Context: an optimization exercise on an open-source flow, tuned for small area, a short achievable clock period and few clock cycles per item. The choices shown serve that exercise and are no tape-out recipe.
Where RTL was checked, it was by simulation tests only, not by an equivalence proof against the original.
Only the layout flow was run in runs 5 to 7; the RTL was not checked for function there.
No activity file was given, so power comes from the tool's default toggle rates.

==> design/flow/design.v <==
package saw_pkg;
  localparam logic [1:0] MODE_RX   = 2'd0;
  localparam logic [1:0] MODE_ENQ  = 2'd1;
  localparam logic [1:0] MODE_TICK = 2'd2;
  localparam logic [1:0] SEND_NONE = 2'd0;
  localparam logic [1:0] SEND_ATOM = 2'd1;
  localparam logic [1:0] SEND_INIT = 2'd2;
  localparam logic CFG_INIT_CHAR  = 1'b0;
  localparam logic CFG_ERROR_CHAR = 1'b1;
  localparam int WORD_W  = 64;
  localparam int COUNT_W = 9;
  localparam logic [2:0] OP_NOP     = 3'd0;
  localparam logic [2:0] OP_RX_INIT = 3'd1;
  localparam logic [2:0] OP_RX_DATA = 3'd2;
  localparam logic [2:0] OP_ENQ     = 3'd3;
  localparam logic [2:0] OP_TICK    = 3'd4;
  typedef logic [2:0] op_kind_t;
  typedef struct packed {
    op_kind_t          kind;
    logic [7:0]        rx_byte;
    logic [WORD_W-1:0] message;
  } op_t;
  typedef struct packed {
    logic [1:0]         send_kind;
    logic [WORD_W-1:0]  atom;
    logic               acked;
    logic               enqueue_accepted;
    logic [COUNT_W-1:0] queue_count;
    logic               link_ready;
  } res_t;
endpackage
module stop_and_wait_echo_ack_sender_core #(
  parameter int MSG_BYTES   = 8,
  parameter int QUEUE_DEPTH = 8
) (
  input  logic        clk,
  input  logic        rst,
  input  logic        in_valid,
  output logic        in_stall,
  input  logic [1:0]  mode,
  input  logic [7:0]  rx_byte,
  input  logic [63:0] message,
  output logic        out_valid,
  input  logic        out_stall,
  output logic [1:0]  send_kind,
  output logic [63:0] atom,
  output logic        acked,
  output logic        enqueue_accepted,
  output logic [8:0]  queue_count,
  output logic        link_ready,
  input  logic        cfg_write,
  input  logic        cfg_index,
  input  logic [7:0]  cfg_data
);
  logic [7:0] init_char;
  logic [7:0] error_char;
  always_ff @(posedge clk) begin
    if (rst) begin
      init_char  <= 8'd0;
      error_char <= 8'd0;
    end else if (cfg_write) begin
      if (cfg_index) error_char <= cfg_data;
      else           init_char  <= cfg_data;
    end
  end
  logic [63:0] q [8];        
  logic [3:0]  fill;         
  logic [8:0]  fill_oh;      
  logic        pend;         
  logic        link_up;
  logic        ack_ok;       
  logic        have_lead;    
  logic [2:0]  idx;          
  logic [7:0]  lead;         
  logic        mm;           
  logic [1:0]  o_kind;
  logic [63:0] o_atom;
  logic        o_acked;
  logic        o_enq;
  logic [3:0] fill_up, fill_dn;
  assign fill_up = {fill_oh[7], fill_oh[6] | fill_oh[5] | fill_oh[4] | fill_oh[3],
                    fill_oh[6] | fill_oh[5] | fill_oh[2] | fill_oh[1],
                    fill_oh[6] | fill_oh[4] | fill_oh[2] | fill_oh[0]};
  assign fill_dn = {1'b0, fill_oh[8] | fill_oh[7] | fill_oh[6] | fill_oh[5],
                    fill_oh[8] | fill_oh[7] | fill_oh[4] | fill_oh[3],
                    fill_oh[8] | fill_oh[6] | fill_oh[4] | fill_oh[2]};
  logic go;
  assign in_stall = out_valid & out_stall;
  assign go       = in_valid & ~in_stall;
  logic is_rx, is_init, rx_init, rx_data, is_enq, is_tick, enq_ok;
  assign is_rx   = (mode == 2'd0);
  assign is_init = (rx_byte == init_char);
  assign rx_init = is_rx & is_init;
  assign rx_data = is_rx & ~is_init & link_up;
  assign is_enq  = (mode == 2'd1);
  assign is_tick = (mode == 2'd2);
  assign enq_ok  = is_enq & ~fill_oh[8];
  logic nonempty, last, byte_ne, match, fin, send, deq;
  logic [7:0] hbyte;
  assign nonempty  = ~fill_oh[0];
  assign last      = have_lead & (idx == 3'd7);
  assign hbyte     = q[0][8*idx +: 8];
  assign byte_ne   = (rx_byte != hbyte);
  assign match     = nonempty & (lead != error_char) & ~mm & (rx_byte == q[0][63:56]);
  assign fin       = rx_data & last;
  assign send      = fin ? (match ? ~(fill_oh[0] | fill_oh[1]) : nonempty)
                         : (is_tick & link_up & ack_ok & nonempty);
  assign deq       = go & fin & match;
  logic       shift;
  logic [7:0] tail;          
  logic [7:0] ld;
  logic [7:0] hold;
  logic [6:0] st;            
  assign shift   = pend & ~(go & is_enq & ~fill_oh[7]);
  assign tail[0] = ~pend & fill_oh[0];
  for (genvar i = 1; i < 7; i++) begin : g_tail
    assign tail[i] = pend ? fill_oh[i-1] : fill_oh[i];
  end
  assign tail[7] = pend ? (fill_oh[6] | fill_oh[7]) : fill_oh[7];
  for (genvar i = 0; i < 8; i++) begin : g_ld
    assign ld[i] = go & is_enq & tail[i];
  end
  for (genvar i = 0; i < 7; i++) begin : g_hold
    assign hold[i] = ~(shift | ld[i]);
  end
  assign hold[7] = ~ld[7];
  for (genvar k = 0; k < 7; k++) begin : g_st
    assign st[k] = go & rx_data & have_lead & fill_oh[0] & (idx == 3'(k));
  end
  logic [6:0] lane_ne;
  logic       mm_enq;
  for (genvar k = 0; k < 7; k++) begin : g_lane
    assign lane_ne[k] = (message[8*k +: 8] != q[7][8*k +: 8]) & (3'(k) < idx);
  end
  assign mm_enq = |lane_ne;
  for (genvar i = 0; i < 7; i++) begin : g_q
    always_ff @(posedge clk) begin
      q[i] <= ({64{shift}} & q[i+1]) | ({64{ld[i]}} & message) | ({64{hold[i]}} & q[i]);
    end
  end
  for (genvar k = 0; k < 8; k++) begin : g_q7
    if (k < 7) begin : g_st_lane
      always_ff @(posedge clk) begin
        q[7][8*k +: 8] <= ({8{ld[7]}} & message[8*k +: 8]) | ({8{st[k]}} & rx_byte)
                        | ({8{hold[7] & ~st[k]}} & q[7][8*k +: 8]);
      end
    end else begin : g_plain_lane
      always_ff @(posedge clk) begin
        q[7][8*k +: 8] <= ({8{ld[7]}} & message[8*k +: 8]) | ({8{hold[7]}} & q[7][8*k +: 8]);
      end
    end
  end
  logic sel0, sel1, show;
  assign show = go ? send : o_kind[0];
  assign sel1 = show & ((go & deq) | pend);
  assign sel0 = show & ~((go & deq) | pend);
  always_ff @(posedge clk) begin
    o_atom <= ({64{sel0}} & q[0]) | ({64{sel1}} & q[1]);
  end
  always_ff @(posedge clk) begin
    if (go & rx_data & ~have_lead) begin
      lead <= rx_byte;
    end
    if (go & rx_data) begin
      if (~have_lead) mm <= 1'b0;
      else            mm <= mm | (nonempty & byte_ne);
    end else if (go & is_enq & fill_oh[0]) begin
      mm <= mm_enq;
    end
    if (go) begin
      o_kind  <= rx_init ? 2'd2 : send ? 2'd1 : 2'd0;
      o_acked <= fin & match;
      o_enq   <= enq_ok;
    end
  end
  always_ff @(posedge clk) begin
    if (rst) begin
      fill      <= 4'd0;
      fill_oh   <= 9'd1;
      pend      <= 1'b0;
      link_up   <= 1'b0;
      ack_ok    <= 1'b0;
      have_lead <= 1'b0;
      idx       <= 3'd0;
      out_valid <= 1'b0;
    end else begin
      pend <= deq | (pend & ~shift);
      if (go) begin
        out_valid <= 1'b1;
      end else if (~out_stall) begin
        out_valid <= 1'b0;
      end
      if (deq) begin
        fill    <= fill_dn;
        fill_oh <= fill_oh >> 1;
      end else if (go & enq_ok) begin
        fill    <= fill_up;
        fill_oh <= fill_oh << 1;
      end
      if (go & rx_init) begin
        link_up <= 1'b1;
        if (~link_up) ack_ok <= 1'b1;
      end else if (go & fin) begin
        if (send)        ack_ok <= 1'b0;
        else if (match)  ack_ok <= 1'b1;
      end else if (go & send) begin
        ack_ok <= 1'b0;
      end
      if (go & rx_data) begin
        have_lead <= ~last;
        if (have_lead) idx <= idx + 3'd1;
      end
    end
  end
  assign send_kind        = o_kind;
  assign atom             = o_atom;
  assign acked            = o_acked;
  assign enqueue_accepted = o_enq;
  assign queue_count      = {5'd0, fill};
  assign link_ready       = link_up;
endmodule
==> design/flow/flow/run.sh <==
#!/bin/bash
# Standard layout, except that the delay cells (clkdlybuf4s*, dlygate*, dlymetal*)
# are don't-use after synthesis, so port buffers, repair and hold fixing use
# plain buffers. Synthesis is the standard one, unchanged.
set -euo pipefail
cd "$(dirname "$0")/.."
bash standard.sh synth > synth.log 2>&1
DU=$(make -s -C "$FLOW_HOME" DESIGN_CONFIG="$PWD/config.mk" WORK_HOME="$PWD/orfs" print-DONT_USE_CELLS 2>/dev/null | sed -n 's/^DONT_USE_CELLS: //p')
EXTRA=""
for c in clkdlybuf4s15_1 clkdlybuf4s15_2 clkdlybuf4s18_1 clkdlybuf4s18_2 clkdlybuf4s25_1 clkdlybuf4s25_2 \
         clkdlybuf4s50_1 clkdlybuf4s50_2 dlygate4sd1_1 dlygate4sd2_1 dlygate4sd3_1 \
         dlymetal6s2s_1 dlymetal6s4s_1 dlymetal6s6s_1; do
  EXTRA="$EXTRA sky130_fd_sc_hd__$c"
done
bash standard.sh "DONT_USE_CELLS=$DU$EXTRA" finish > layout.log 2>&1
==> design/flow/standard.sh <==
#!/bin/bash
# synth_recipe.tcl (not shown) runs the flow's synth.tcl, then flattens the netlist and writes it again
# the make line also repeats each setting of config.mk as NAME=value (left out here)
make -C /OpenROAD-flow-scripts/flow DESIGN_CONFIG=/design/flow/config.mk WORK_HOME=/design/flow/orfs CLKGATE_MAP_FILE= SYNTH_SCRIPT=/design/flow/synth_recipe.tcl "${@:-finish}"
==> design/flow/config.mk <==
export PLATFORM = sky130hd
export DESIGN_NAME = stop_and_wait_echo_ack_sender_core
export DESIGN_NICKNAME = stop_and_wait_echo_ack_sender_core
export VERILOG_FILES = /design/flow/design.v
export SDC_FILE = /design/flow/constraint.sdc
export NUM_CORES = 4
export LEC_CHECK = 0
export CAP_MARGIN = 20
export CORE_MARGIN = 2
export CORE_UTILIZATION = 50
export CTS_CLUSTER_DIAMETER = 100
export CTS_CLUSTER_SIZE = 26
export SETUP_SLACK_MARGIN = 2.75
export SLEW_MARGIN = 50
==> design/flow/constraint.sdc <==
create_clock -name core_clock -period 5.0 [get_ports {clk}]
set_input_delay 1.0000 -clock core_clock [delete_from_list [all_inputs] [get_ports {clk}]]
set_output_delay 1.0000 -clock core_clock [all_outputs]
set_load 0.01 [all_outputs]
==> out/summary.txt, run 1 <==
status -> timing/DRC/antenna clean
via count -> 21357
Post-Place Cells -> 3450
gpl congestion -> 0.787
type of the worst setup path -> input pin to output pin
Cells after Synth -> 2806
hold depth -> 2
Post-CTS Hold Buffers -> 0
I/O Pins -> 168
R2R setup slack -> 2.72 ns
largest family of logic cells by synthesized area -> compound AO/OA/AOI/OAI gates
hold_sp -> q[5][61]
WL/cell -> 23.5 microns
Finish-stage setup viols -> 0
CP max-delay cell -> and2_4
critical path arrival -> 1.32 ns
cell taking the most area after synthesis -> dfxtp_1
Worst slew margin -> 48.9%
number of clock sinks -> 625
Final HPWL DP -> 47.3 mm
Clock Root Buffer -> clkbuf_16
crit-path cells -> buf_1 -> and2_4 -> buf_6
final core occ -> 59.2%
Place WS -> 1.25 ns
Die Ht -> 231 microns
clk slew on worst S/H paths -> 0.10 ns
synthesized area -> 25700 sq um
area grow syn2layout -> 17.6%
area share of fa/ha/maj cells after synthesis -> 0.194%
GRT overflow -> 0
All-Layer GR Usage -> 30.4%
hold crit path type -> flop to flop
Die Area -> 53300 sq um
number of global-route vias before repair -> 20482
Worst Max-Slew Pin Slew -> 0.766 ns
Final ANT Viol Nets -> 0
Max Slew Vio Count -> 0
Synth Area in Simple Gates -> 17.4%
crit-path leading delay family -> buffers and inverters
sequential share of power -> 61.2%
RSZ-0062 raised after global routing -> true
Bufs and invs on worst path -> 2
M1 wire length -> 37.4 mm
Comb power frac -> 9.4%
Nets -> 2977
Top FF cell, synth -> dfxtp_1
drc violations -> 0
library cells used by synthesis -> 66
first-pass GRT wire length -> 126 mm
largest net degree at the start of global routing -> 68
EDFF count, synth -> 21
Compound-Gate Fraction of Synth Area -> 18.0%
Lkg Pwr -> 13.1 nW
Crit Reg-Reg Endpoint -> o_atom[57]
CORE AREA -> 51100 sq um
clk buf depth -> 3
CTS tree -> built
Clock Power Share -> 29.4%
Critical Path Max Stage Delay -> 0.14 ns
CP max FO -> 3
later-pin clock latency in the skew report -> 0.61 ns
Async SR Flop Fraction -> 0%
crit start category -> input pin
Psw -> 2.50 mW
worst vdd ir -> 0.314 mV
Area contributors post-synth -> dfxtp_1, nand2_1, a22oi_1
Internal -> 6.83 mW
mux contribution to synthesized area -> 5.06%
CP endpoint kind -> output pin
Die Wd -> 231 microns
sequential area share after synthesis -> 49.4%
Buffers on Ports -> 162
Top Metal Used -> met5
Syn Area/Cell -> 9.17 sq um
antenna violations before repair -> 5
layout cells sized above 1 -> 20.2%
initial core utilization -> 50.4%
FP Rows -> 83
Worst Path Required -> 4.00 ns
clk_skew -> 0.0105 ns
htree depth -> 1
TritonCTS Buffers -> 28
Power Dens Cells -> 308 nW/um^2
Sw Share -> 26.8%
fin crit share -> 46.4%
final cell count without fillers -> 3575
top cell type's share of synthesized area -> 47.0%
Hold Vio Cnt, Final -> 0
crit path time final -> 2.32 ns
met3 routed WL -> 5.89 mm
max-cap violations -> 0
R2R Path Start -> lead[2]
flops & latches, synth -> 625
setup TNS -> 0 ns
Pwr Total -> 9.33 mW
xor/xnor cell area share of the yosys netlist -> 3.03%
met2 routed WL -> 38.0 mm
r2r worst-path depth -> 8
fill count -> 4443
Hold EP -> q[5][61]
Final Routed Wirelength -> 83.9 mm
synth warn -> 2
fmax -> 431 MHz
Worst Slack Setup Final -> 2.68 ns
iteration count of the initial detailed-routing pass -> 6
DRT iter0 DRCs -> 1710
Via density -> 5.97
## area by class of cell
cell class | instances | area [sq um] | area share [%]
clock inverters | 4 | 55.1 | 0.182
inverters | 9 | 51.3 | 0.169
flip-flops and latches | 625 | 12700 | 42.1
repair buffers | 298 | 2620 | 8.66
multi-input cells | 1923 | 13200 | 43.6
diodes | 2 | 5.00 | 0.0165
clock buffers | 34 | 754 | 2.49
well taps | 680 | 851 | 2.81
## placed cells by master (no fill, tap or decap), drive strengths merged, types with 5 or more instances in the layout
cell,count
nand2,915
dfxtp,604
a22oi,453
buf,279
nor2,109
mux2i,102
a21o,56
a22o,56
xor2,48
clkbuf,47
xnor2,41
a21oi,22
edfxtp,21
nor4,18
nand3,16
nand4,14
mux4,12
inv,9
nor3,8
o21ai,7
bufbuf,6
conb,5
a211oi,5
## logic make-up after synthesis
logic type      count (synthesis)
compound gates                610
fa+ha+maj                       4
xor+xnor                       89
simple gates                 1099
flops                         625
other cells                     1
buf+inv                       263
mux                           115
## state kept, by name (all words and copies together), names as in the netlist, named ones only
signal / cells
idx: 3
ack_ok: 1
have_lead: 1
fill_oh: 9
o_acked: 1
o_enq: 1
q: 504
fill: 3
o_atom: 64
error_char: 8
o_kind: 2
mm: 1
lead: 8
out_valid: 1
init_char: 8
pend: 1
link_up: 1
## per-stage QoR
stage               hold slack, ns  instance area [sq um]
floorplan                    0.416                  27300
global placement             0.427                  27100
detailed placement           0.432                  27400
CTS                          0.447                  29600
global route                 0.460                  30300
finish                       0.443                  30300
## power groups by stage
stage / Combinational, mW / Sequential [mW] / Clock (mW)
floorplan: 0.543 / 5.65 / 0
global placement: 0.734 / 5.75 / 0
detailed placement: 0.757 / 5.76 / 0
CTS: 0.811 / 5.66 / 2.79
global route: 0.964 / 5.74 / 2.97
finish: 0.877 / 5.71 / 2.75
## cells in the mapped netlist, types with 2 or more instances
cell / number
nand2_1: 915
dfxtp_1: 604
a22oi_1: 453
mux2i_1: 102
nor2_1: 96
buf_2: 88
clkbuf_1: 60
a21o_1: 56
buf_6: 51
xor2_1: 48
a22o_1: 43
xnor2_1: 41
a21oi_1: 21
edfxtp_1: 21
clkbuf_8: 20
buf_4: 19
nand3_1: 16
buf_1: 15
nand4_1: 14
nor4_1: 14
a22o_2: 13
mux4_2: 12
nor2_2: 8
inv_1: 6
o21ai_0: 6
a211oi_1: 5
nor2_4: 5
nor3_1: 5
ha_1: 4
nor4_4: 4
nor3_4: 3
and3_1: 2
and4_1: 2
or2_2: 2
## worst min-delay path: cells and delay by family, from the launching register on
family	cells	cell delay (ns)
flip-flops	1	0.32
AND/OR/NAND/NOR	2	0.09
## metal layers
layer  global-route usage (%)  up-vias
met1                     42.6    10660
met3                     4.72      135
li1                         -     9833
met5                        0        -
met2                     48.4      725
met4                     9.31        4
## worst max-delay path by stage
stage	start	endpoint	cells past startpoint
6_report	out_stall	in_stall	3
5_1_grt	rx_byte[5]	o_atom[53]	12
4_1_cts	lead[3]	o_atom[0]	8
3_5_place_dp	out_stall	q[4][46]	11
3_3_place_gp	rx_byte[2]	o_atom[47]	8
2_1_floorplan	out_stall	q[7][0]	9
## what timing repair did
action | 4_1_cts | 5_1_grt
cloned | 20 | 5
endpoints found under the setup margin | 592 | 210
pin swaps | 35 | 23
gates resized for setup | 146 | 124
buffers inserted | 47 | 13
Testbench counts, summed over its fixed seeds: cycles 5,803, items 5,795.
==> run 2, diff against run 1 <==
--- a/design/flow/config.mk
+++ b/design/flow/config.mk
@@ -10,5 +10,5 @@
 export CORE_UTILIZATION = 50
 export CTS_CLUSTER_DIAMETER = 100
 export CTS_CLUSTER_SIZE = 26
-export SETUP_SLACK_MARGIN = 2.75
+export SETUP_SLACK_MARGIN = 2.65
 export SLEW_MARGIN = 50
==> out/summary.txt, run 2 <==
Die Area -> 53300 sq um (unchanged)
CP endpoint kind -> flop (was output pin)
critical path arrival -> 2.81 ns (was 1.32 ns)
Critical Path Max Stage Delay -> 0.52 ns (was 0.14 ns)
TritonCTS Buffers -> 28 (unchanged)
Max Slew Vio Count -> 0 (unchanged)
iteration count of the initial detailed-routing pass -> 8 (was 6)
largest register by flop count -> q (unchanged)
first-pass GRT wire length -> 122 mm (was 126 mm)
Syn Area/Cell -> 9.17 sq um (unchanged)
later-pin clock latency in the skew report -> 0.62 ns (was 0.61 ns)
Via density -> 5.99 (was 5.97)
top cell type's share of synthesized area -> 47.0% (unchanged)
Die Wd -> 231 microns (unchanged)
RSZ-0062 raised after global routing -> true (unchanged)
clk buf depth -> 3 (unchanged)
Buffers on Ports -> 162 (unchanged)
Post-Place Cells -> 3454 (was 3450)
number of global-route vias before repair -> 20029 (was 20482)
library cells used by synthesis -> 66 (unchanged)
synthesized area -> 25700 sq um (unchanged)
largest net degree at the start of global routing -> 79 (was 68)
Finish-stage setup viols -> 0 (unchanged)
I/O Pins -> 168 (unchanged)
max-cap violations -> 0 (unchanged)
CORE AREA -> 51100 sq um (unchanged)
Area contributors post-synth -> dfxtp_1, nand2_1, a22oi_1 (unchanged)
hold depth -> 2 (unchanged)
Lkg Pwr -> 13.1 nW (about the same)
area grow syn2layout -> 15.6% (was 17.6%)
EDFF count, synth -> 21 (unchanged)
commonest non-fill, non-tap cells in the layout -> nand2_1, dfxtp_1, a22oi_1 (unchanged)
CTS tree -> built (unchanged)
drc violations -> 0 (unchanged)
hold crit path type -> flop to flop (unchanged)
R2R Path Start -> idx[0] (was lead[2])
Crit path depth -> 8 (was 3)
clk_skew -> 0.0340 ns (was 0.0105 ns)
Async SR Flop Fraction -> 0% (unchanged)
antenna violations before repair -> 3 (was 5)
crit-path cells -> buf_6 -> buf_2 -> mux2i_1 -> mux4_2 -> xor2_1 -> nand4_1 -> o21ai_0 -> o2111ai_1 (was buf_1 -> and2_4 -> buf_6)
Crit Reg-Reg Endpoint -> mm (was o_atom[57])
Hold Vio Cnt, Final -> 0 (unchanged)
fmax -> 408 MHz (was 431 MHz)
Hold EP -> q[5][44] (was q[5][61])
list of most frequent post-synthesis cells -> nand2_1, dfxtp_1, a22oi_1 (unchanged)
Power Dens Cells -> 309 nW/um^2 (was 308 nW/um^2)
All-Layer GR Usage -> 29.5% (was 30.4%)
r2r worst-path depth -> 8 (unchanged)
Clock Root Buffer -> clkbuf_16 (unchanged)
Final HPWL DP -> 47.7 mm (was 47.3 mm)
most common cell after layout, fill and taps aside -> nand2_1 (unchanged)
hold_sp -> q[5][44] (was q[5][61])
via count -> 21484 (was 21357)
Worst Path Required -> 5.36 ns (was 4.00 ns)
Worst Max-Slew Pin Slew -> 0.755 ns (was 0.766 ns)
initial core utilization -> 50.4% (unchanged)
setup TNS -> 0 ns (unchanged)
crit path time final -> 2.45 ns (was 2.32 ns)
Bufs and invs on worst path -> 2 (unchanged)
sequential area share after synthesis -> 49.4% (unchanged)
layout cells sized above 1 -> 17.2% (was 20.2%)
FP Rows -> 83 (unchanged)
clk slew on worst S/H paths -> 0.11 ns (was 0.10 ns)
Top FF cell, synth -> dfxtp_1 (unchanged)
synth warn -> 2 (unchanged)
Cells after Synth -> 2806 (unchanged)
Worst slew margin -> 49.7% (was 48.9%)
type of the worst setup path -> flop to flop (was input pin to output pin)
WL/cell -> 24.5 microns (was 23.5 microns)
number of clock sinks -> 625 (unchanged)
CP max-delay cell -> mux4_2 (was and2_4)
GRT overflow -> 0 (unchanged)
cell taking the most area after synthesis -> dfxtp_1 (unchanged)
crit-path leading delay family -> multiplexers (was buffers and inverters)
# diodes -> 0 (was 2)
most frequent cell after synthesis -> nand2_1 (unchanged)
CP max FO -> 10 (was 3)
status -> timing/DRC/antenna clean (unchanged)
fin crit share -> 49.0% (was 46.4%)
largest registers -> q (504), o_atom (64), fill_oh (9) (unchanged)
Die Ht -> 231 microns (unchanged)
gpl congestion -> 0.817 (was 0.787)
final cell count without fillers -> 3584 (was 3575)
flops & latches, synth -> 625 (unchanged)
htree depth -> 1 (unchanged)
Post-CTS Hold Buffers -> 0 (unchanged)
R2R setup slack -> 2.55 ns (was 2.72 ns)
worst vdd ir -> 0.230 mV (was 0.314 mV)
max reg flops -> 504 (unchanged)
Nets -> 2988 (was 2977)
crit start category -> flop (was input pin)
DRT iter0 DRCs -> 2042 (was 1710)
Final Routed Wirelength -> 87.7 mm (was 83.9 mm)
Final ANT Viol Nets -> 0 (unchanged)
## run 2: cell count changes in the layout (fill, tap and decap cells not counted), moves of 6 or more
cell and change:
buf_1 +14, buf_2 -12, bufbuf_16 -6, clkbuf_16 +17
mux2i_1 +29, mux2i_2 -10, mux2i_4 -19, nor2_1 +26
nor2_2 -9, nor2_4 -15
## run 2: cell families after synthesis
group | after synthesis | share of synthesized area [%]
and+or+nand+nor | 1099 | 17.4
DFF | 625 | 49.4
AOI/OAI and AO/OA | 610 | 18.0
buffers and inverters | 263 | 6.90
muxes | 115 | 5.06
xor gates and xnor gates | 89 | 3.03
adders and majority gates | 4 | 0.194
other | 1 | 0.0146
## run 2: final cells by class
cell class / instances / area (sq um)
Tap cell: 680 / 851
Timing Repair Buffer: 307 / 2660
Clock buffer: 37 / 756
Fill cell: 4582 / 21300
Inverter: 9 / 46.3
Sequential cell: 625 / 12700
Clock inverter: 1 / 30.0
Multi-Input combinational cell: 1925 / 12700
## run 2: how the worst max path moves through the flow
stage | start | end
2_1_floorplan | out_stall | q[7][0]
3_3_place_gp | out_stall | q[5][6]
3_5_place_dp | rx_byte[5] | o_atom[17]
4_1_cts | idx[0] | mm
5_1_grt | idx[0] | mm
6_report | idx[0] | mm
## run 2: per-stage QoR
stage	hold WS, ns	cell area (sq um)	util, %	worst slack [ns]	total power [mW]
6_report	0.442	29800	58.2	2.55	9.19
5_1_grt	0.463	29800	58.2	2.48	9.51
4_1_cts	0.445	28800	56.4	2.57	9.18
3_5_place_dp	0.430	27300	53.5	1.18	6.53
3_3_place_gp	0.424	27200	53.2	1.25	6.50
2_1_floorplan	0.416	27300	-	2.38	6.20
## run 2: worst register-to-register path: stages (launching register included)
cell and delay [ns]:
dfxtp_4 0.38, buf_6 0.10, buf_2 0.33, mux2i_1 0.21
mux4_2 0.52, xor2_1 0.18, nand4_1 0.10, o21ai_0 0.23
o2111ai_1 0.14
## run 2: what timing repair did
item / in CTS / in global routing
endpoints found under the setup margin: 592 / 523
pin swaps: 17 / 13
buffers inserted: 38 / 24
cloned: 6 / 24
resized for setup: 68 / 69
## run 2: power breakdown
group / internal [mW] / total, mW / switching, mW
Clock: 1.07 / 2.69 / 1.62
Combinational: 0.312 / 0.812 / 0.499
Sequential: 5.34 / 5.68 / 0.342
Total: 6.73 / 9.19 / 2.46
## run 2: metal layers
layer  global-route usage (%)  up-vias  routed length (microns)
li1                         -     9832                        -
met1                     41.1    10662                    37700
met2                     47.3      856                    40300
met3                     4.47      130                     6920
met4                     8.47        4                     2650
met5                        0        -                       24
==> run 3, diff against run 2 <==
--- a/design/flow/config.mk
+++ b/design/flow/config.mk
@@ -7,8 +7,8 @@
 export LEC_CHECK = 0
 export CAP_MARGIN = 20
 export CORE_MARGIN = 2
-export CORE_UTILIZATION = 50
+export CORE_UTILIZATION = 60
 export CTS_CLUSTER_DIAMETER = 100
 export CTS_CLUSTER_SIZE = 26
-export SETUP_SLACK_MARGIN = 2.65
+export SETUP_SLACK_MARGIN = 2.62
 export SLEW_MARGIN = 50
==> out/summary.txt, run 3 <==
top cell type's share of synthesized area -> 47.0% (unchanged)
Worst Path Required -> 5.35 ns (was 5.36 ns)
Place WS -> 1.35 ns (was 1.18 ns)
via count -> 21180 (was 21484)
Die Area -> 44600 sq um (was 53300 sq um)
CP max FO -> 9 (was 10)
I/O Pins -> 168 (unchanged)
later-pin clock latency in the skew report -> 0.62 ns (about the same)
sequential area share after synthesis -> 49.4% (unchanged)
RSZ-0062 raised after global routing -> true (unchanged)
layout cells sized above 1 -> 13.1% (was 17.2%)
antenna violations before repair -> 5 (was 3)
Top FF cell, synth -> dfxtp_1 (unchanged)
initial core utilization -> 61.1% (was 50.4%)
number of global-route vias before repair -> 19735 (was 20029)
most frequent cell after synthesis -> nand2_1 (unchanged)
Lkg Pwr -> 12.7 nW (was 13.1 nW)
cell taking the most area after synthesis -> dfxtp_1 (unchanged)
clk_skew -> 0.0373 ns (was 0.0340 ns)
Power Dens Cells -> 322 nW/um^2 (was 309 nW/um^2)
synthesized area -> 25700 sq um (unchanged)
TritonCTS Buffers -> 28 (unchanged)
Nets -> 2939 (was 2988)
Comb power frac -> 8.4% (was 8.8%)
area grow syn2layout -> 9.90% (was 15.6%)
crit path time final -> 2.46 ns (was 2.45 ns)
Final Routed Wirelength -> 76.9 mm (was 87.7 mm)
clk buf depth -> 3 (unchanged)
Clock Power Share -> 29.6% (was 29.3%)
WL/cell -> 22.6 microns (was 24.5 microns)
clk slew on worst S/H paths -> 0.11 ns (about the same)
All-Layer GR Usage -> 33.3% (was 29.5%)
CTS tree -> built (unchanged)
synth warn -> 2 (unchanged)
drc violations -> 0 (unchanged)
DRT iter0 DRCs -> 2244 (was 2042)
Psw -> 2.37 mW (was 2.46 mW)
fmax -> 407 MHz (was 408 MHz)
largest register by flop count -> q (unchanged)
sequential share of power -> 62.0% (was 61.9%)
status -> timing/DRC/antenna clean (unchanged)
iteration count of the initial detailed-routing pass -> 6 (was 8)
Worst Slack Setup Final -> 2.54 ns (was 2.55 ns)
hold_sp -> q[3][33] (was q[5][44])
max-cap violations -> 0 (unchanged)
Worst Max-Slew Pin Slew -> 0.749 ns (was 0.755 ns)
Area contributors post-synth -> dfxtp_1, nand2_1, a22oi_1 (unchanged)
max reg flops -> 504 (unchanged)
most common cell after layout, fill and taps aside -> nand2_1 (unchanged)
worst vdd ir -> 0.267 mV (was 0.230 mV)
largest registers -> q (504), o_atom (64), fill_oh (9) (unchanged)
library cells used by synthesis -> 66 (unchanged)
htree depth -> 1 (unchanged)
Internal -> 6.75 mW (was 6.73 mW)
number of clock sinks -> 625 (unchanged)
Die Wd -> 211 microns (was 231 microns)
commonest non-fill, non-tap cells in the layout -> nand2_1, dfxtp_1, a22oi_1 (unchanged)
list of most frequent post-synthesis cells -> nand2_1, dfxtp_1, a22oi_1 (unchanged)
Post-CTS Hold Buffers -> 0 (unchanged)
fill count -> 3492 (was 4582)
Max Slew Vio Count -> 0 (unchanged)
Via density -> 6.23 (was 5.99)
Critical path origin -> message[53] (was idx[0])
Finish-stage setup viols -> 0 (unchanged)
EDFF count, synth -> 21 (unchanged)
crit start category -> input pin (was flop)
Syn Area/Cell -> 9.17 sq um (unchanged)
FP Rows -> 75 (was 83)
setup TNS -> 0 ns (unchanged)
largest net degree at the start of global routing -> 104 (was 79)
Sw Share -> 26.0% (was 26.8%)
first-pass GRT wire length -> 116 mm (was 122 mm)
Buffers on Ports -> 162 (unchanged)
gpl congestion -> 0.819 (was 0.817)
Clock Root Buffer -> clkbuf_16 (unchanged)
R2R Path Start -> idx[0] (unchanged)
CP endpoint kind -> flop (unchanged)
hold depth -> 2 (unchanged)
flops & latches, synth -> 625 (unchanged)
Final HPWL DP -> 44.3 mm (was 47.7 mm)
type of the worst setup path -> input pin to flop (was flop to flop)
CORE AREA -> 42100 sq um (was 51100 sq um)
critical path arrival -> 2.81 ns (about the same)
Final ANT Viol Nets -> 0 (unchanged)
Async SR Flop Fraction -> 0% (unchanged)
Worst slew margin -> 49.7% (about the same)
fin crit share -> 49.2% (was 49.0%)
r2r worst-path depth -> 7 (was 8)
Hold Vio Cnt, Final -> 0 (unchanged)
Die Ht -> 211 microns (was 231 microns)
Cells after Synth -> 2806 (unchanged)
GRT overflow -> 0 (unchanged)
hold crit path type -> flop to flop (unchanged)
==> run 3: cell count changes in the layout (fill, tap and decap cells not counted), moves of 7 or more <==
cell	delta
buf_16	-8
clkbuf_16	-18
a22oi_1	+73
buf_6	-9
a22oi_2	-73
buf_8	-7
buf_1	-7
==> run 3: critical path, stage by stage <==
cell and delay, ns:
buf_2 0.19, xor2_1 0.19, nor4_1 0.49, a21oi_1 0.20, o21ai_0 0.33, a41o_1 0.24, o2111ai_1 0.16
==> run 3: kinds of logic after synthesis <==
family	Yosys count	synth area share (%)
AO/OA/AOI/OAI	610	18.0
XOR/XNOR	89	3.03
adder cells (fa/ha/maj)	4	0.194
buffers and inverters	263	6.90
flip-flops	625	49.4
multiplexers	115	5.06
other	1	0.0146
AND/OR/NAND/NOR	1099	17.4
==> run 3: path summary, 6_finish.rpt <==
kind | end | slack, ns
max | mm | 2.54
min | q[3][33] | 0.45
max reg2reg | mm | 2.62
min reg2reg | q[3][33] | 0.45
==> run 3: per-layer routing <==
metal	global-route usage [%]	vias up	share of wire, %
met3	3.64	131	7.6
met1	47.7	10395	44
met2	53.5	900	46
met5	0	-	0
met4	9.08	0	2.7
li1	-	9754	-
==> run 3: metrics by stage <==
stage / area [sq um] / std cells / utilization [%] / total power, mW / hold WS [ns]
detailed placement: 26700 / 3299 / 63.3 / 6.50 / 0.432
CTS: 27900 / 3375 / 66.3 / 9.13 / 0.446
global placement: 26600 / 3295 / 63.0 / 6.46 / 0.426
global route: 28300 / 3394 / 67.1 / 9.43 / 0.459
floorplan: 26800 / 2810 / - / 6.19 / 0.416
finish: 28300 / 3398 / 67.1 / 9.12 / 0.446
==> run 3: power by group through the flow <==
stage / Clock (mW) / Combinational (mW) / Sequential [mW]
6_report: 2.70 / 0.766 / 5.65
5_1_grt: 2.90 / 0.853 / 5.68
4_1_cts: 2.73 / 0.758 / 5.64
3_5_place_dp: 0 / 0.740 / 5.76
3_3_place_gp: 0 / 0.716 / 5.74
2_1_floorplan: 0 / 0.537 / 5.65
==> run 3: area by class of cell <==
class	instances	area [sq um]	area share, %
clock buffer	35	748	2.64
timing repair buffer	258	1750	6.18
multi-input combinational	1925	12300	43.4
inverter	9	46.3	0.164
tap	539	674	2.38
antenna	5	12.5	0.0442
clock inverter	2	60.1	0.212
sequential	625	12700	45.0
==> run 3: timing repair <==
action | 4_1_cts | 5_1_grt
setup endpoints to repair | 599 | 389
gates cloned | 5 | 3
buffers inserted | 34 | 12
pin swaps | 14 | 8
resized for setup | 47 | 31
==> run 4, diff against run 3 <==
--- a/design/flow/config.mk
+++ b/design/flow/config.mk
@@ -7,8 +7,8 @@
 export LEC_CHECK = 0
 export CAP_MARGIN = 20
 export CORE_MARGIN = 2
-export CORE_UTILIZATION = 60
+export CORE_UTILIZATION = 50
 export CTS_CLUSTER_DIAMETER = 100
 export CTS_CLUSTER_SIZE = 26
-export SETUP_SLACK_MARGIN = 2.62
+export SETUP_SLACK_MARGIN = 2.45
 export SLEW_MARGIN = 50
==> out/summary.txt, run 4 <==
cell taking the most area after synthesis -> dfxtp_1 (unchanged)
hold depth -> 2 (unchanged)
type of the worst setup path -> input pin to flop (unchanged)
Place WS -> 1.17 ns (was 1.35 ns)
CP max FO -> 13 (was 9)
most common cell after layout, fill and taps aside -> nand2_1 (unchanged)
gpl congestion -> 0.807 (was 0.819)
All-Layer GR Usage -> 28.3% (was 33.3%)
Worst Max-Slew Pin Slew -> 0.753 ns (was 0.749 ns)
Final HPWL DP -> 46.6 mm (was 44.3 mm)
Worst Slack Setup Final -> 2.50 ns (was 2.54 ns)
DP Area -> 27100 sq um (was 26700 sq um)
max reg flops -> 504 (unchanged)
I/O Pins -> 168 (unchanged)
fill count -> 4696 (was 3492)
Post-CTS Hold Buffers -> 0 (unchanged)
Via density -> 5.85 (was 6.23)
Async SR Flop Fraction -> 0% (unchanged)
Finish-stage setup viols -> 0 (unchanged)
crit start category -> input pin (unchanged)
Syn Area/Cell -> 9.17 sq um (unchanged)
status -> timing/DRC/antenna clean (unchanged)
final core occ -> 55.4% (was 67.1%)
fmax -> 400 MHz (was 407 MHz)
GRT overflow -> 0 (unchanged)
hold crit path type -> flop to flop (unchanged)
synth warn -> 2 (unchanged)
Power Dens Cells -> 322 nW/um^2 (about the same)
Final ANT Viol Nets -> 0 (unchanged)
clk_skew -> 0.0268 ns (was 0.0373 ns)
worst hold slack -> 0.446 ns (about the same)
Hold Vio Cnt, Final -> 0 (unchanged)
largest registers -> q (504), o_atom (64), fill_oh (9) (unchanged)
antenna violations before repair -> 4 (was 5)
most frequent cell after synthesis -> nand2_1 (unchanged)
Area contributors post-synth -> dfxtp_1, nand2_1, a22oi_1 (unchanged)
top cell type's share of synthesized area -> 47.0% (unchanged)
mux contribution to synthesized area -> 5.06% (unchanged)
layout cells sized above 1 -> 13.8% (was 13.1%)
TritonCTS Buffers -> 28 (unchanged)
initial core utilization -> 50.4% (was 61.1%)
htree depth -> 1 (unchanged)
Synth Area in Simple Gates -> 17.4% (unchanged)
Post-Place Cells -> 3455 (was 3299)
sequential area share after synthesis -> 49.4% (unchanged)
Lkg Pwr -> 12.5 nW (was 12.7 nW)
via count -> 20638 (was 21180)
CTS tree -> built (unchanged)
xor/xnor cell area share of the yosys netlist -> 3.03% (unchanged)
worst vdd ir -> 0.293 mV (was 0.267 mV)
Pwr Total -> 9.11 mW (was 9.12 mW)
area grow syn2layout -> 9.92% (was 9.90%)
flops & latches, synth -> 625 (unchanged)
synthesized area -> 25700 sq um (unchanged)
Clock Root Buffer -> clkbuf_16 (unchanged)
Worst Path Required -> 5.52 ns (was 5.35 ns)
drc violations -> 0 (unchanged)
r2r worst-path depth -> 8 (was 7)
largest net degree at the start of global routing -> 88 (was 104)
max-cap violations -> 0 (unchanged)
# diodes -> 0 (was 5)
clk buf depth -> 3 (unchanged)
largest register by flop count -> q (unchanged)
Max Slew Vio Count -> 0 (unchanged)
Worst slew margin -> 49.8% (was 49.7%)
Die Area -> 53300 sq um (was 44600 sq um)
largest family of logic cells by synthesized area -> compound AO/OA/AOI/OAI gates (unchanged)
Nets -> 2928 (was 2939)
FP Rows -> 83 (was 75)
Die Wd -> 231 microns (was 211 microns)
RSZ-0062 raised after global routing -> false (was true)
final cell count without fillers -> 3525 (was 3398)
clk slew on worst S/H paths -> 0.10 ns (was 0.11 ns)
critical path arrival -> 3.01 ns (was 2.81 ns)
Buffers on Ports -> 162 (unchanged)
number of global-route vias before repair -> 20012 (was 19735)
Post-Layout Inst Area -> 28300 sq um (about the same)
number of clock sinks -> 625 (unchanged)
library cells used by synthesis -> 66 (unchanged)
CORE AREA -> 51100 sq um (was 42100 sq um)
DRT iter0 DRCs -> 1650 (was 2244)
EDFF count, synth -> 21 (unchanged)
WL/cell -> 21.7 microns (was 22.6 microns)
CP endpoint kind -> flop (unchanged)
list of most frequent post-synthesis cells -> nand2_1, dfxtp_1, a22oi_1 (unchanged)
fin crit share -> 50.0% (was 49.2%)
crit path time final -> 2.50 ns (was 2.46 ns)
later-pin clock latency in the skew report -> 0.62 ns (about the same)
commonest non-fill, non-tap cells in the layout -> nand2_1, dfxtp_1, a22oi_1 (unchanged)
iteration count of the initial detailed-routing pass -> 6 (unchanged)
first-pass GRT wire length -> 119 mm (was 116 mm)
Cells after Synth -> 2806 (unchanged)
area share of fa/ha/maj cells after synthesis -> 0.194% (unchanged)
Compound-Gate Fraction of Synth Area -> 18.0% (unchanged)
Top FF cell, synth -> dfxtp_1 (unchanged)
Final Routed Wirelength -> 76.5 mm (was 76.9 mm)
Die Ht -> 231 microns (was 211 microns)
setup TNS -> 0 ns (unchanged)
[run 4: worst max-delay path: stages]
cell and delay [ns]:
buf_1 0.07, and2_4 0.15, nand2b_4 0.20, clkinv_8 0.11, and3_4 0.20, o211ai_4 0.16
buf_8 0.21, nor3_4 0.53, nor2_4 0.16, a21o_1 0.19
[run 4: path summary, 6_finish.rpt]
| check | from | endpoint | slack (ns) |
|---|---|---|---|
| min | q[5][42] | q[5][42] | 0.45 |
| max | out_stall | q[7][49] | 2.50 |
| min reg2reg | q[5][42] | q[5][42] | 0.45 |
| max reg2reg | q[0][61] | o_atom[55] | 2.54 |
[run 4: final cells by class]
class	instances	area [sq um]	share of cell area (%)
clock buffers	36	762	2.69
clock inverters	3	30.0	0.106
inverters	9	52.6	0.186
multi-input cells	1925	12400	43.9
flip-flops and latches	625	12700	45.0
well taps	680	851	3.01
repair buffers	247	1430	5.06
[run 4: power by group]
part / switching (mW) / leakage [nW] / internal [mW]
Clock: 1.60 / 0.387 / 1.08
Combinational: 0.486 / 6.93 / 0.287
Sequential: 0.315 / 5.14 / 5.34
[run 4: timing repair]
item                       CTS  global route
gates resized for setup     19            21
gates cloned                 5             0
buffers inserted            13             9
setup endpoints to repair  505            89
pin swaps                    4             1
[run 4: cells by family after synthesis]
group | after synthesis
other | 1
buffers and inverters | 263
AND/OR/NAND/NOR | 1099
XOR/XNOR | 89
flip-flops | 625
multiplexers | 115
adder cells (fa/ha/maj) | 4
AO/OA/AOI/OAI | 610
[run 4: routing by layer]
layer  global-route usage (%)  vias to the layer above  part of all wire [%]
li1                         -                     9713                     -
met1                     38.9                    10286                    45
met2                     47.6                      550                    48
met3                     3.62                       85                   5.4
met4                     5.97                        4                   1.9
met5                        0                        -                 0.037
==> run 5, diff against run 4 <==
--- a/design/flow/design.v
+++ b/design/flow/design.v
@@ -85,8 +85,8 @@
                     fill_oh[8] | fill_oh[7] | fill_oh[4] | fill_oh[3],
                     fill_oh[8] | fill_oh[6] | fill_oh[4] | fill_oh[2]};
   logic go;
-  assign in_stall = out_valid & out_stall;
-  assign go       = in_valid & ~in_stall;
+  assign in_stall = out_stall;
+  assign go       = in_valid & ~out_stall;
   logic is_rx, is_init, rx_init, rx_data, is_enq, is_tick, enq_ok;
   assign is_rx   = (mode == 2'd0);
   assign is_init = (rx_byte == init_char);
--- a/design/flow/config.mk
+++ b/design/flow/config.mk
@@ -10,5 +10,5 @@
 export CORE_UTILIZATION = 50
 export CTS_CLUSTER_DIAMETER = 100
 export CTS_CLUSTER_SIZE = 26
-export SETUP_SLACK_MARGIN = 2.45
+export SETUP_SLACK_MARGIN = 2.75
 export SLEW_MARGIN = 50
==> out/summary.txt, run 5 <==
Max Slew Vio Count -> 0 (unchanged)
Die Area -> 51800 sq um (was 53300 sq um)
Power Dens Cells -> 296 nW/um^2 (was 322 nW/um^2)
first-pass GRT wire length -> 130 mm (was 119 mm)
max-cap violations -> 0 (unchanged)
most common cell after layout, fill and taps aside -> nand2_1 (unchanged)
largest family of logic cells by synthesized area -> compound AO/OA/AOI/OAI gates (unchanged)
CTS tree -> built (unchanged)
later-pin clock latency in the skew report -> 0.63 ns (was 0.62 ns)
largest registers -> q (504), o_atom (64), fill_oh (9) (unchanged)
Finish-stage setup viols -> 0 (unchanged)
crit start category -> flop (was input pin)
area share of fa/ha/maj cells after synthesis -> 0.200% (was 0.194%)
CP max FO -> 5 (was 13)
clk_skew -> 0.0226 ns (was 0.0268 ns)
fill count -> 4144 (was 4696)
fin crit share -> 47.2% (was 50.0%)
hold crit path type -> flop to flop (unchanged)
critical path arrival -> 2.72 ns (was 3.01 ns)
WL/cell -> 24.7 microns (was 21.7 microns)
Via density -> 6.02 (was 5.85)
r2r worst-path depth -> 8 (unchanged)
most frequent cell after synthesis -> nand2_1 (unchanged)
sequential area share after synthesis -> 50.9% (was 49.4%)
drc violations -> 0 (unchanged)
number of clock sinks -> 625 (unchanged)
Die Ht -> 228 microns (was 231 microns)
CP endpoint -> mm (was q[7][49])
max reg flops -> 504 (unchanged)
fmax -> 424 MHz (was 400 MHz)
Final ANT Viol Nets -> 0 (unchanged)
Final HPWL DP -> 53.7 mm (was 46.6 mm)
Top FF cell, synth -> dfxtp_1 (unchanged)
via count -> 21780 (was 20638)
Critical path origin -> idx[0] (was out_stall)
flops & latches, synth -> 625 (unchanged)
Buffers on Ports -> 162 (unchanged)
crit path time final -> 2.36 ns (was 2.50 ns)
largest net degree at the start of global routing -> 65 (was 88)
I/O Pins -> 168 (unchanged)
Die Wd -> 228 microns (was 231 microns)
Worst slew margin -> 50.2% (was 49.8%)
CORE AREA -> 49200 sq um (was 51100 sq um)
Syn Area/Cell -> 8.92 sq um (was 9.17 sq um)
list of most frequent post-synthesis cells -> nand2_1, dfxtp_1, a22oi_1 (unchanged)
R2R Path Start -> idx[0] (was q[0][61])
Compound-Gate Fraction of Synth Area -> 18.7% (was 18.0%)
Post-CTS Hold Buffers -> 0 (unchanged)
GRT overflow -> 0 (unchanged)
worst hold slack -> 0.446 ns (about the same)
Synth Area in Simple Gates -> 17.4% (about the same)
Pwr Total -> 9.28 mW (was 9.11 mW)
library cells used by synthesis -> 57 (was 66)
area grow syn2layout -> 25.3% (was 9.92%)
top cell type's share of synthesized area -> 48.4% (was 47.0%)
R2R setup slack -> 2.64 ns (was 2.54 ns)
number of global-route vias before repair -> 20908 (was 20012)
FP Rows -> 81 (was 83)
All-Layer GR Usage -> 33.4% (was 28.3%)
status -> timing/DRC/antenna clean (unchanged)
commonest non-fill, non-tap cells in the layout -> nand2_1, dfxtp_1, a22oi_2 (was nand2_1, dfxtp_1, a22oi_1)
Hold Vio Cnt, Final -> 0 (unchanged)
htree depth -> 1 (unchanged)
initial core utilization -> 50.8% (was 50.4%)
setup TNS -> 0 ns (unchanged)
Crit Reg-Reg Endpoint -> mm (was o_atom[55])
Lkg Pwr -> 13.3 nW (was 12.5 nW)
Async SR Flop Fraction -> 0% (unchanged)
EDFF count, synth -> 21 (unchanged)
Nets -> 3031 (was 2928)
Clock Root Buffer -> clkbuf_16 (unchanged)
Worst Max-Slew Pin Slew -> 0.747 ns (was 0.753 ns)
TritonCTS Buffers -> 28 (unchanged)
DRT iter0 DRCs -> 1703 (was 1650)
gpl congestion -> 0.853 (was 0.807)
cell taking the most area after synthesis -> dfxtp_1 (unchanged)
worst vdd ir -> 0.250 mV (was 0.293 mV)
Worst Path Required -> 5.36 ns (was 5.52 ns)
Area contributors post-synth -> dfxtp_1, nand2_1, a22oi_1 (unchanged)
clk buf depth -> 3 (unchanged)
largest register by flop count -> q (unchanged)
Final Routed Wirelength -> 89.2 mm (was 76.5 mm)
xor/xnor cell area share of the yosys netlist -> 3.09% (was 3.03%)
type of the worst setup path -> flop to flop (was input pin to flop)
RSZ-0062 raised after global routing -> true (was false)
clk slew on worst S/H paths -> 0.11 ns (was 0.10 ns)
Cells after Synth -> 2801 (was 2806)
synthesized area -> 25000 sq um (was 25700 sq um)
layout cells sized above 1 -> 26.1% (was 13.8%)
final core occ -> 63.7% (was 55.4%)
synth warn -> 2 (unchanged)
mux contribution to synthesized area -> 5.05% (was 5.06%)
antenna violations before repair -> 10 (was 4)
CP endpoint kind -> flop (unchanged)
iteration count of the initial detailed-routing pass -> 5 (was 6)
[run 5: cell types whose count changed after synthesis, sizes merged, moves of 4 or more]
cell and delta:
mux2i -15, xor2 -11, nand2 +5, xnor2 +10
mux4 +4, nor4 -5, clkbuf +110, buf -111
[run 5: kinds of logic (layout without fill, tap and decap cells)]
kind of cell	count (synthesis)	count (layout)
XOR/XNOR	88	88
other	1	9
buffers and inverters	262	402
adder cells (fa/ha/maj)	4	4
AND/OR/NAND/NOR	1100	1102
flip-flops	625	625
multiplexers	103	103
AO/OA/AOI/OAI	618	620
[run 5: worst min-delay path by stage]
stage	startpoint	depth (start not counted)	to	slack, ns
after floorplan	q[2][63]	2	q[2][63]	0.42
after global placement	q[2][63]	2	q[2][63]	0.43
after detailed placement	q[2][63]	2	q[2][63]	0.43
after CTS	q[2][63]	2	q[2][63]	0.45
after global routing	q[6][63]	2	q[6][63]	0.46
final	q[2][63]	2	q[2][63]	0.45
[run 5: per-layer routing]
layer / wire length [microns] / share of wire, % / track usage [%] / up-vias
li1: - / - / - / 9948
met5: 13 / 0.015 / 0 / -
met1: 38200 / 43 / 44.6 / 10880
met2: 40700 / 46 / 52.5 / 803
met4: 3310 / 3.7 / 14.0 / 2
met3: 7020 / 7.9 / 7.46 / 147
[run 5: per-stage QoR]
| step | worst slack, ns | area (sq um) | instances |
|---|---|---|---|
| after floorplan | 2.35 | 28400 | 2805 |
| after global placement | 0.967 | 27900 | 3429 |
| after detailed placement | 1.10 | 28300 | 3449 |
| after CTS | 2.67 | 30600 | 3576 |
| after global routing | 2.55 | 31300 | 3614 |
| final | 2.64 | 31300 | 3617 |
[run 5: where the power goes]
group | internal (mW) | switching (mW) | leakage, nW
Clock | 1.09 | 1.64 | 0.384
Sequential | 5.32 | 0.388 | 5.12
Combinational | 0.347 | 0.504 | 7.82
[run 5: area by class of cell]
| type | instances | area [sq um] | area share [%] |
|---|---|---|---|
| clock inverter | 3 | 27.5 | 0.0879 |
| clock buffer | 37 | 766 | 2.45 |
| sequential | 625 | 12800 | 40.7 |
| tap | 664 | 831 | 2.65 |
| inverter | 9 | 48.8 | 0.156 |
| timing repair buffer | 353 | 3030 | 9.68 |
| antenna | 4 | 10.0 | 0.0320 |
| multi-input combinational | 1922 | 13800 | 44.2 |
[run 5: timing repair]
item / CTS / global route
pin swaps: 27 / 17
gates resized for setup: 186 / 91
endpoints found under the setup margin: 566 / 297
endpoints found under the hold margin: 0 / 0
setup buffers: 67 / 29
cloned: 20 / 7
[run 5: worst max-delay path, stage by stage, from the launching register on]
cell	delay, ns
dfxtp_4	0.37
clkbuf_4	0.18
buf_2	0.16
mux4_1	0.56
mux2i_1	0.18
xor2_1	0.18
nand4_1	0.15
o221ai_2	0.19
o2111ai_1	0.13
==> run 6, diff against run 5 <==
--- a/design/flow/config.mk
+++ b/design/flow/config.mk
@@ -10,5 +10,5 @@
 export CORE_UTILIZATION = 50
 export CTS_CLUSTER_DIAMETER = 100
 export CTS_CLUSTER_SIZE = 26
-export SETUP_SLACK_MARGIN = 2.75
+export SETUP_SLACK_MARGIN = 2.6
 export SLEW_MARGIN = 50
==> out/summary.txt, run 6 <==
Cells after Synth -> 2801 (unchanged)
via count -> 20678 (was 21780)
Final HPWL DP -> 49.8 mm (was 53.7 mm)
final cell count without fillers -> 3532 (was 3617)
flops & latches, synth -> 625 (unchanged)
Power Dens Cells -> 328 nW/um^2 (was 296 nW/um^2)
Critical Path Max Stage Delay -> 0.49 ns (was 0.56 ns)
Worst Max-Slew Pin Slew -> 0.716 ns (was 0.747 ns)
sequential cell area -> 12700 sq um (was 12800 sq um)
CP endpoint kind -> flop (unchanged)
DRT iter0 DRCs -> 1976 (was 1703)
Die Wd -> 228 microns (unchanged)
FP Rows -> 81 (unchanged)
multi-input logic area -> 11600 sq um (was 13800 sq um)
synthesized area -> 25000 sq um (unchanged)
Syn Area/Cell -> 8.92 sq um (unchanged)
layout cells sized above 1 -> 8.58% (was 26.1%)
list of most frequent post-synthesis cells -> nand2_1, dfxtp_1, a22oi_1 (unchanged)
max-cap violations -> 0 (unchanged)
critical path arrival -> 2.84 ns (was 2.72 ns)
most frequent cell after synthesis -> nand2_1 (unchanged)
commonest non-fill, non-tap cells in the layout -> nand2_1, dfxtp_1, a22oi_1 (was nand2_1, dfxtp_1, a22oi_2)
crit-path cells -> buf_2 -> xor2_1 -> nor4_4 -> nand4_1 -> or3_1 -> nand3_1 -> o2111ai_1 (was clkbuf_4 -> buf_2 -> mux4_1 -> mux2i_1 -> xor2_1 -> nand4_1 -> o221ai_2 -> o2111ai_1)
worst vdd ir -> 0.271 mV (was 0.250 mV)
crit path time final -> 2.48 ns (was 2.36 ns)
iteration count of the initial detailed-routing pass -> 5 (unchanged)
Post-CTS Hold Buffers -> 0 (unchanged)
crit-path leading delay family -> simple AND/OR/NAND/NOR gates (was multiplexers)
hold crit path type -> flop to flop (unchanged)
Die Area -> 51800 sq um (unchanged)
Hold Vio Cnt, Final -> 0 (unchanged)
CP max-delay cell -> or3_1 (was mux4_1)
top cell type's share of synthesized area -> 48.4% (unchanged)
sequential area share after synthesis -> 50.9% (unchanged)
Clock Root Buffer -> clkbuf_16 (unchanged)
CTS tree -> built (unchanged)
fill count -> 4562 (was 4144)
WL/cell -> 22.1 microns (was 24.7 microns)
largest registers -> q (504), o_atom (64), fill_oh (9) (unchanged)
antenna violations before repair -> 4 (was 10)
largest register by flop count -> q (unchanged)
Buffers on Ports -> 162 (unchanged)
most common cell after layout, fill and taps aside -> nand2_1 (unchanged)
Die Ht -> 228 microns (unchanged)
fmax -> 403 MHz (was 424 MHz)
status -> timing/DRC/antenna clean (unchanged)
number of global-route vias before repair -> 19305 (was 20908)
Worst slew margin -> 52.3% (was 50.2%)
largest net degree at the start of global routing -> 105 (was 65)
GRT overflow -> 0 (unchanged)
htree depth -> 1 (unchanged)
All-Layer GR Usage -> 29.7% (was 33.4%)
Via density -> 5.85 (was 6.02)
type of the worst setup path -> input pin to flop (was flop to flop)
Bufs and invs on worst path -> 1 (was 2)
Worst Path Required -> 5.36 ns (about the same)
Max Slew Vio Count -> 0 (unchanged)
synth warn -> 2 (unchanged)
Area contributors post-synth -> dfxtp_1, nand2_1, a22oi_1 (unchanged)
Nets -> 2953 (was 3031)
Final ANT Viol Nets -> 0 (unchanged)
clk slew on worst S/H paths -> 0.11 ns (about the same)
first-pass GRT wire length -> 118 mm (was 130 mm)
later-pin clock latency in the skew report -> 0.62 ns (was 0.63 ns)
clk_skew -> 0.0310 ns (was 0.0226 ns)
EDFF count, synth -> 21 (unchanged)
I/O Pins -> 168 (unchanged)
Final Routed Wirelength -> 77.9 mm (was 89.2 mm)
cell taking the most area after synthesis -> dfxtp_1 (unchanged)
Async SR Flop Fraction -> 0% (unchanged)
TritonCTS Buffers -> 28 (unchanged)
gpl congestion -> 0.881 (was 0.853)
CORE AREA -> 49200 sq um (unchanged)
max reg flops -> 504 (unchanged)
library cells used by synthesis -> 57 (unchanged)
drc violations -> 0 (unchanged)
Lkg Pwr -> 12.6 nW (was 13.3 nW)
number of clock sinks -> 625 (unchanged)
CP max FO -> 9 (was 5)
Post-Place Cells -> 3434 (was 3449)
crit start category -> input pin (was flop)
Finish-stage setup viols -> 0 (unchanged)
RSZ-0062 raised after global routing -> true (unchanged)
Top FF cell, synth -> dfxtp_1 (unchanged)
setup TNS -> 0 ns (unchanged)
fin crit share -> 49.6% (was 47.2%)
area grow syn2layout -> 11.0% (was 25.3%)
clk buf depth -> 3 (unchanged)
initial core utilization -> 50.8% (unchanged)
[run 6: final timing paths]
check / from / endpoint / slack (ns) / cells after the start
setup / recovery: message[7] / mm / 2.52 / 7
hold / removal: q[3][54] / q[3][54] / 0.45 / 2
hold reg to reg: q[3][54] / q[3][54] / 0.45 / 2
setup reg to reg: idx[1] / mm / 2.55 / 6
[run 6: stage by stage]
stage / utilization [%] / hold WS (ns) / worst slack, ns / cell area [sq um] / power, mW
after global placement: 52.6 / 0.429 / 1.14 / 25900 / 6.41
after global routing: 56.4 / 0.455 / 2.49 / 27700 / 9.42
after CTS: 55.8 / 0.446 / 2.52 / 27400 / 9.10
after detailed placement: 53.1 / 0.433 / 1.28 / 26100 / 6.43
final: 56.4 / 0.445 / 2.52 / 27700 / 9.08
after floorplan: - / 0.423 / 2.35 / 25500 / 6.09
[run 6: final cells by class]
type,count,share of cell area [%]
Timing Repair Buffer,277,6.19
Clock buffer,33,2.67
Inverter,9,0.131
Antenna cell,2,0.0181
Tap cell,664,3.00
Sequential cell,625,46.0
Clock inverter,2,0.217
Multi-Input combinational cell,1920,41.8
[run 6: logic make-up after synthesis]
logic type | count (synthesis) | synth area share (%)
AO/OA/AOI/OAI | 618 | 18.7
XOR/XNOR | 88 | 3.09
adder cells (fa/ha/maj) | 4 | 0.200
buffers and inverters | 262 | 4.65
flip-flops | 625 | 50.9
multiplexers | 103 | 5.05
other | 1 | 0.0150
AND/OR/NAND/NOR | 1100 | 17.4
[run 6: what timing repair did]
action	CTS	global route
setup buffers	36	19
resized for setup	64	43
endpoints found under the setup margin	498	255
pin swaps	14	7
cloned	3	3
[run 6: layer usage]
layer,track usage (%),routed length [microns],vias up
li1,-,-,9734
met1,41.2,34200,10030
met2,46.1,34900,766
met3,5.28,5850,146
met4,11.3,3000,2
met5,0.285,20,-
[run 6: report_power, final]
part           internal (mW)  total (mW)  switching (mW)
Clock                   1.11        2.71            1.59
Combinational          0.297       0.744           0.447
Sequential              5.32        5.63           0.316
Total                   6.73        9.08            2.35
[run 6: worst reg2reg max path: cells and delay by family (launching register included)]
kind | cells | cell delay (ns)
mux | 2 | 0.86
simple gates | 1 | 0.44
flops | 1 | 0.43
compound gates | 2 | 0.33
xor+xnor | 1 | 0.13
==> run 7, diff against run 6 <==
--- a/design/flow/design.v
+++ b/design/flow/design.v
@@ -73,6 +73,7 @@
   logic [2:0]  idx;          
   logic [7:0]  lead;         
   logic        mm;           
+  logic        mme;          
   logic [1:0]  o_kind;
   logic [63:0] o_atom;
   logic        o_acked;
@@ -101,7 +102,7 @@
   assign last      = have_lead & (idx == 3'd7);
   assign hbyte     = q[0][8*idx +: 8];
   assign byte_ne   = (rx_byte != hbyte);
-  assign match     = nonempty & (lead != error_char) & ~mm & (rx_byte == q[0][63:56]);
+  assign match     = nonempty & (lead != error_char) & ~mm & ~mme & (rx_byte == q[0][63:56]);
   assign fin       = rx_data & last;
   assign send      = fin ? (match ? ~(fill_oh[0] | fill_oh[1]) : nonempty)
                          : (is_tick & link_up & ack_ok & nonempty);
@@ -164,8 +165,11 @@
     if (go & rx_data) begin
       if (~have_lead) mm <= 1'b0;
       else            mm <= mm | (nonempty & byte_ne);
+    end
+    if (go & rx_data & ~have_lead) begin
+      mme <= 1'b0;
     end else if (go & is_enq & fill_oh[0]) begin
-      mm <= mm_enq;
+      mme <= mm_enq;
     end
     if (go) begin
       o_kind  <= rx_init ? 2'd2 : send ? 2'd1 : 2'd0;
==> out/summary.txt, run 7 <==
status -> timing/DRC/antenna clean (unchanged)
number of clock sinks -> 626 (was 625)
GRT overflow -> 0 (unchanged)
All-Layer GR Usage -> 30.5% (was 29.7%)
most common cell after layout, fill and taps aside -> nand2_1 (unchanged)
largest register by flop count -> q (unchanged)
critical path arrival -> 2.91 ns (was 2.84 ns)
via count -> 21387 (was 20678)
clk slew on worst S/H paths -> 0.11 ns (about the same)
sequential area share after synthesis -> 50.9% (about the same)
Lkg Pwr -> 12.7 nW (was 12.6 nW)
EDFF count, synth -> 21 (unchanged)
Area contributors post-synth -> dfxtp_1, nand2_1, a22oi_1 (unchanged)
Clock Root Buffer -> clkbuf_16 (unchanged)
antenna violations before repair -> 0 (was 4)
Async SR Flop Fraction -> 0% (unchanged)
Pwr Total -> 9.04 mW (was 9.08 mW)
type of the worst setup path -> flop to flop (was input pin to flop)
Worst Max-Slew Pin Slew -> 0.680 ns (was 0.716 ns)
cell taking the most area after synthesis -> dfxtp_1 (unchanged)
Worst Path Required -> 5.38 ns (was 5.36 ns)
Place WS -> 1.12 ns (was 1.28 ns)
setup TNS -> 0 ns (unchanged)
fin crit share -> 50.5% (was 49.6%)
Top FF cell, synth -> dfxtp_1 (unchanged)
area grow syn2layout -> 13.4% (was 11.0%)
Buffers on Ports -> 162 (unchanged)
hold_sp -> q[4][42] (was q[3][54])
Max Slew Vio Count -> 0 (unchanged)
I/O Pins -> 168 (unchanged)
worst vdd ir -> 0.231 mV (was 0.271 mV)
Final ANT Viol Nets -> 0 (unchanged)
Cells after Synth -> 2836 (was 2801)
Final HPWL DP -> 48.6 mm (was 49.8 mm)
DRT iter0 DRCs -> 2331 (was 1976)
Post-CTS Hold Buffers -> 0 (unchanged)
number of global-route vias before repair -> 20262 (was 19305)
fmax -> 396 MHz (was 403 MHz)
clk_skew -> 0.0224 ns (was 0.0310 ns)
CP endpoint kind -> flop (unchanged)
final core occ -> 57.1% (was 56.4%)
commonest non-fill, non-tap cells in the layout -> nand2_1, dfxtp_1, a22oi_1 (unchanged)
Die Ht -> 228 microns (about the same)
Die Area -> 51900 sq um (was 51800 sq um)
most frequent cell after synthesis -> nand2_1 (unchanged)
crit path time final -> 2.53 ns (was 2.48 ns)
Finish-stage setup viols -> 0 (unchanged)
TritonCTS Buffers -> 28 (unchanged)
Crit Reg-Reg Endpoint -> mm (unchanged)
synthesized area -> 25000 sq um (about the same)
later-pin clock latency in the skew report -> 0.63 ns (was 0.62 ns)
R2R setup slack -> 2.47 ns (was 2.55 ns)
htree depth -> 1 (unchanged)
Worst slew margin -> 54.7% (was 52.3%)
layout cells sized above 1 -> 9.66% (was 8.58%)
iteration count of the initial detailed-routing pass -> 6 (was 5)
CP max FO -> 8 (was 9)
fill count -> 4518 (was 4562)
Worst Slack Setup Final -> 2.47 ns (was 2.52 ns)
Hold Vio Cnt, Final -> 0 (unchanged)
R2R Path Start -> idx[0] (was idx[1])
library cells used by synthesis -> 52 (was 57)
WL/cell -> 23.0 microns (was 22.1 microns)
drc violations -> 0 (unchanged)
crit start category -> flop (was input pin)
top cell type's share of synthesized area -> 48.4% (about the same)
Power Dens Cells -> 318 nW/um^2 (was 328 nW/um^2)
Die Wd -> 228 microns (about the same)
CTS tree -> built (unchanged)
initial core utilization -> 50.3% (was 50.8%)
Hold EP -> q[4][42] (was q[3][54])
FP Rows -> 82 (was 81)
first-pass GRT wire length -> 125 mm (was 118 mm)
worst hold slack -> 0.446 ns (was 0.445 ns)
clk buf depth -> 3 (unchanged)
max-cap violations -> 0 (unchanged)
CORE AREA -> 49800 sq um (was 49200 sq um)
synth warn -> 2 (unchanged)
flops & latches, synth -> 626 (was 625)
Via density -> 5.99 (was 5.85)
RSZ-0062 raised after global routing -> true (unchanged)
hold depth -> 2 (unchanged)
Final Routed Wirelength -> 82.1 mm (was 77.9 mm)
largest registers -> q (504), o_atom (64), fill_oh (9) (unchanged)
Nets -> 2981 (was 2953)
max reg flops -> 504 (unchanged)
gpl congestion -> 0.855 (was 0.881)
largest net degree at the start of global routing -> 125 (was 105)
Syn Area/Cell -> 8.83 sq um (was 8.92 sq um)
list of most frequent post-synthesis cells -> nand2_1, dfxtp_1, a22oi_1 (unchanged)
hold crit path type -> flop to flop (unchanged)
r2r worst-path depth -> 8 (was 6)
==> run 7: changes by cell type after synthesis, sizes merged, moves of 5 or more <==
cell	change
nor3	+62
nand3b	-5
mux4	-8
mux2	+8
nor2	-54
o22ai	+5
buf	-14
clkbuf	+28
xnor2	-22
xor2	+21
==> run 7: kinds of logic after synthesis <==
| logic type | after synthesis | share of synthesized area, % |
|---|---|---|
| compound gates | 625 | 18.8 |
| simple gates | 1111 | 17.8 |
| flops | 626 | 50.9 |
| fa+ha+maj | 4 | 0.200 |
| buf+inv | 275 | 4.58 |
| other cells | 1 | 0.0150 |
| mux | 107 | 4.72 |
| xor+xnor | 87 | 3.04 |
==> run 7: timing repair <==
item,4_1_cts,5_1_grt
gates cloned,10,3
gates resized for setup,134,55
endpoints found under the hold margin,0,0
setup buffers,27,29
setup endpoints to repair,311,335
pin swaps,32,11
==> run 7: how the worst max path moves through the flow <==
| stage | from | endpoint | slack, ns | depth (start not counted) |
|---|---|---|---|---|
| finish | idx[0] | mm | 2.47 | 8 |
| global route | lead[0] | o_atom[45] | 2.40 | 9 |
| CTS | rx_byte[7] | o_atom[29] | 2.48 | 12 |
| detailed placement | rx_byte[4] | o_atom[0] | 1.12 | 8 |
| global placement | out_stall | q[1][1] | 1.03 | 8 |
| floorplan | rx_byte[7] | o_atom[10] | 2.07 | 8 |
==> run 7: area by class of cell <==
class | instances | area, sq um | area share, %
sequential | 626 | 12800 | 44.9
multi-input combinational | 1939 | 11900 | 41.8
timing repair buffer | 286 | 2090 | 7.36
tap | 672 | 841 | 2.96
clock buffer | 36 | 762 | 2.68
inverter | 8 | 32.5 | 0.115
clock inverter | 3 | 30.0 | 0.106
antenna | 1 | 2.50 | 0.00881
==> run 7: report_power, final <==
part	leakage [nW]	internal (mW)	switching, mW
Sequential	5.12	5.27	0.268
Clock	0.387	1.09	1.63
Combinational	7.22	0.308	0.474
==> run 7: per-stage QoR <==
step                cell area [sq um]  instances
CTS                             28000       3537
global route                    28400       3570
global placement                25900       3449
floorplan                       25300       2840
detailed placement              26100       3461
finish                          28400       3571
==> run 7: layer usage <==
layer / share of wire [%] / track usage (%) / vias to the layer above
met2: 45 / 48.5 / 894
met4: 3.2 / 10.2 / 0
li1: - / - / 9909
met1: 45 / 42.9 / 10449
met5: 0 / 0 / -
met3: 6.8 / 3.84 / 135
==> run 7: worst max-delay path, cell delays in order (launching register included) <==
cell       delay (ns)
dfxtp_4          0.46
clkbuf_16        0.17
buf_2            0.15
mux2_2           0.36
o22ai_1          0.30
a221oi_1         0.12
xor2_1           0.20
nor4_4           0.43
o21ai_1          0.10

==> afterwards: timing with drivers on the ports <==
No port has a modelled driver above. Below, the same layouts with a new extraction and two added sets of constraints. Step 1: set_driving_cell puts a clkbuf_16 on clk and a buf_2 on each other input, an assumption about the parent block. Step 2, shift: input delay + t, output delay - t, t = (earliest + latest rising clock arrival at the registers) / 2. This alone moves slack from input paths to output paths. Three values: ideal ports, drivers, drivers and shift; two values: the first two.
run | t (ns) | setup slack, ns | worst slew at a driven data input, ns
run 1 | 0.668 | 2.681 / 2.662 / 2.093 | 0.10
run 2 | 0.666 | 2.550 / 2.541 / 1.875 | 0.09
run 3 | 0.661 | 2.540 / 2.578 / 1.918 | 0.08
run 4 | 0.671 | 2.502 / 2.537 / 1.875 | 0.09
run 5 | 0.680 | 2.642 / 2.642 / 2.016 | 0.09
run 6 | 0.666 | 2.518 / 2.539 / 1.873 | 0.07
run 7 | 0.675 | 2.473 / 2.473 / 1.833 | 0.12
After both steps every run listed still meets setup and hold. The setup slack of run 2, which loses most, moves by -0.009 ns with the drivers and by -0.675 ns with both steps.
